What follows belongs to an exercise in optimizing a design on an open flow for small area; a production flow would make more cautious choices.
Function was checked by simulation only, so behaviour that the tests miss may differ from the original.
No activity file was given, so power comes from the tool's default toggle rates. The clock port is modelled as an ideal driver; clocking choices that lean on that would not hold on a real chip.

Design uart_axil_bridge_top, start of the top module:
module uart_axil_bridge_top #(
    parameter int N_BANKS       = 4,
    parameter int REGS_PER_BANK = 8,
    parameter int CLKS_PER_BIT  = 8
) (
    input  logic aclk,
    input  logic aresetn,
    input  logic rxd,
    output logic txd
);
Size in the first run: about 1,100 flip-flops, roughly 4 I/O pins, about 0.024 sq mm of cells after synthesis.
==> flow/config.mk <==
export PLATFORM = sky130hd
export DESIGN_NAME = uart_axil_bridge_top
export DESIGN_NICKNAME = uart_axil_bridge_top
export VERILOG_FILES = /design/flow/design.v
export SDC_FILE = /design/flow/constraint.sdc
export NUM_CORES = 4
export LEC_CHECK = 0
export CAP_MARGIN = 20
export CORE_MARGIN = 2
export CORE_UTILIZATION = 65
export PLACE_DENSITY = 0.75
export SLEW_MARGIN = 20
==> flow/constraint.sdc <==
create_clock -name core_clock -period 5.0 [get_ports {aclk}]
set_input_delay 1.0000 -clock core_clock [delete_from_list [all_inputs] [get_ports {aclk}]]
set_output_delay 1.0000 -clock core_clock [all_outputs]
set_load 0.01 [all_outputs]
standard.sh (not shown) runs the stock make flow with config.mk's settings and CLKGATE_MAP_FILE= SYNTH_SCRIPT=/design/flow/synth_recipe.tcl, a recipe that flattens the netlist after the stock synthesis.
==> flow/flow/run.sh <==
#!/bin/bash
# The standard ORFS layout (standard.sh) with three changes:
# - synthesis maps the combinational logic for area (flow/mysynth.tcl) and
#   leaves adders to abc instead of half/full adder cells;
# - clock tree synthesis inserts no dummy loads.
# All of make's output goes to make_finish.log; ORFS keeps each step's log
# under orfs/logs/.
set -euo pipefail
export FLOW_WORK="$PWD"
bash standard.sh ADDER_MAP_FILE= SYNTH_SCRIPT="$PWD/flow/mysynth.tcl" \
    CTS_ARGS="-sink_clustering_enable -repair_clock_nets -sink_clustering_size 34 -sink_clustering_max_diameter 100 -dont_use_dummy_load" \
    finish > make_finish.log 2>&1
==> flow/flow/mysynth.tcl <==
# synth_recipe.tcl (the standard synthesis) with only the technology mapping of
# the combinational logic changed: abc runs an area-oriented script instead of
# ORFS's delay-oriented one. Flip-flops are mapped before abc runs, so the
# registers, their names and their cells are the standard synthesis's.
proc abc {args} {
  set out {}
  set i 0
  while {$i < [llength $args]} {
    set a [lindex $args $i]
    if {$a eq "-script" || $a eq "-constr" || $a eq "-D"} {
      incr i 2
      continue
    }
    lappend out $a
    incr i
  }
  yosys abc {*}$out -script "+strash;&get,-n;&st;&syn2;&dch,-f;&nf,-R,1000;&put;"
}
source $::env(FLOW_WORK)/synth_recipe.tcl
Rerun with:
--- a/flow/flow/run.sh
+++ b/flow/flow/run.sh
@@ -11 +11 @@
-    CTS_ARGS="-sink_clustering_enable -repair_clock_nets -sink_clustering_size 34 -sink_clustering_max_diameter 100 -dont_use_dummy_load" \
+    CTS_ARGS="-sink_clustering_enable -repair_clock_nets -sink_clustering_size 36 -sink_clustering_max_diameter 60 -dont_use_dummy_load" \
What happened: The new run went through all stages and came out clean; combinational power hardly moves; power went up by about 1%; fmax went down by 0.36%; worst setup slack gets worse by 0.011 ns; final area barely changes.
Rerun with:
--- a/flow/flow/run.sh
+++ b/flow/flow/run.sh
@@ -11 +11 @@
-    CTS_ARGS="-sink_clustering_enable -repair_clock_nets -sink_clustering_size 36 -sink_clustering_max_diameter 60 -dont_use_dummy_load" \
+    CTS_ARGS="-sink_clustering_enable -repair_clock_nets -sink_clustering_size 34 -sink_clustering_max_diameter 80 -dont_use_dummy_load" \
Settings changed: CORE_UTILIZATION 65 to 40, CTS_CLUSTER_DIAMETER set to 80, CTS_CLUSTER_SIZE set to 34, PLACE_DENSITY 0.75 to unset.
Outcome:
- The changed run passed the timing, design-rule and antenna checks
- routed wire length falls by 14%
- final cell count rises by 16%
- die area rises by 61%
- global-route usage falls by 7.3 points
- final area rises by 1.3%
- first-iteration DRC count rises by 3.6%
- via count rises by 0.96%
- count of clock-buffer cells in the layout falls by 2
- combinational power stays flat
- synthesized area stays the same
- setup slack gets worse by 0.16 ns
Rerun with:
--- a/flow/flow/run.sh
+++ b/flow/flow/run.sh
@@ -11 +11 @@
-    CTS_ARGS="-sink_clustering_enable -repair_clock_nets -sink_clustering_size 34 -sink_clustering_max_diameter 80 -dont_use_dummy_load" \
+    CTS_ARGS="-sink_clustering_enable -repair_clock_nets -sink_clustering_size 34 -sink_clustering_max_diameter 100 -dont_use_dummy_load -root_buf sky130_fd_sc_hd__clkbuf_4 -buf_list {sky130_fd_sc_hd__clkbuf_4 sky130_fd_sc_hd__clkbuf_16} -sink_clustering_buffer sky130_fd_sc_hd__clkbuf_16" \
Settings changed: CORE_UTILIZATION 40 to 65, CTS_CLUSTER_DIAMETER 80 to unset, CTS_CLUSTER_SIZE 34 to unset, PLACE_DENSITY set to 0.75.
Hold slack loses 0.085 ns.
Final area drops by about 2%.
Worst setup slack gains 0.18 ns.
Clock skew climbs by 0.056 ns.
Routed wire length climbs by 13%.
Register-to-register slack gains 0.18 ns.

---

Another version of the RTL of uart_axil_bridge_top (not shown whole).
For scale: about 1400 cells after synthesis, about 4 I/O pins.
Settings: LEC_CHECK=0, CAP_MARGIN=20, CORE_MARGIN=2, CORE_UTILIZATION=40, CTS_CLUSTER_DIAMETER=80, CTS_CLUSTER_SIZE=34, SLEW_MARGIN=20; clock period 5.0 ns.
run.sh (not shown) runs the stock make flow with config.mk's settings and CLKGATE_MAP_FILE= SYNTH_SCRIPT=/design/flow/synth_recipe.tcl, a recipe that flattens the netlist after the stock synthesis.
Stock flow here: none of the scripts above is used.
Next try:
==> flow/flow/run.sh (new file) <==
#!/bin/bash
# Standard ORFS layout with two changes: synthesis leaves adders to abc
# (no half/full adder cells), and clock tree synthesis adds no dummy loads.
set -euo pipefail
bash standard.sh ADDER_MAP_FILE= \
    CTS_ARGS="-sink_clustering_enable -repair_clock_nets -sink_clustering_size 34 -sink_clustering_max_diameter 80 -dont_use_dummy_load" \
    finish > make_finish.log 2>&1
==> flow/standard.sh (new file) <==
#!/bin/bash
# synth_recipe.tcl (not shown) runs the flow's synth.tcl, then flattens the netlist and writes it again
# the make line also repeats each setting of config.mk as NAME=value (left out here)
make -C /OpenROAD-flow-scripts/flow DESIGN_CONFIG=/design/flow/config.mk WORK_HOME=/design/flow/orfs CLKGATE_MAP_FILE= SYNTH_SCRIPT=/design/flow/synth_recipe.tcl "${@:-finish}"
removed: flow/run.sh
=>
- power went down by 1.0%
- worst setup slack improves by 31 ps
- worst hold slack loses 49 ps

[port drivers added, routing unchanged]
The flow's constraints put no driver on any port. The routed layouts listed below were extracted and timed again, unchanged, in two steps. Step 1 assumes that a clkbuf_16 drives the clock port and a buf_2 every other input. Step 2 times the ports against the registers' clock, not the clock port: input delays grow and output delays shrink by t, the midpoint of the rising clock arrivals with the driver on. Slacks: no drivers / after step 1 / after step 2; pairs: no drivers / after step 1.
run	shift t [ns]	setup slack, ns	worst setup path after step 2	latest minus earliest clock arrival (ns)	cell pins on the clock port's net
the first run of note 1	0.601	2.054 / 2.054 / 2.054	register to register	0.047 / 0.047	1
the second run of note 1	0.610	2.043 / 2.043 / 2.043	register to register	0.092 / 0.092	1
the third run of note 1	0.597	1.884 / 1.884 / 1.884	register to register	0.064 / 0.065	1
the fourth run of note 1	0.840	2.066 / 2.066 / 2.066	register to register	0.117 / 0.117	1
the first run of note 2	0.632	2.546 / 2.505 / 2.005	input to register	0.028 / 0.028	1
the second run of note 2	0.617	2.577 / 2.549 / 2.455	input to register	0.081 / 0.082	1
After both steps every run listed still meets setup and hold. The setup slack of the first run of note 2, which loses most, moves by -0.041 ns with the drivers and by -0.541 ns with both steps.
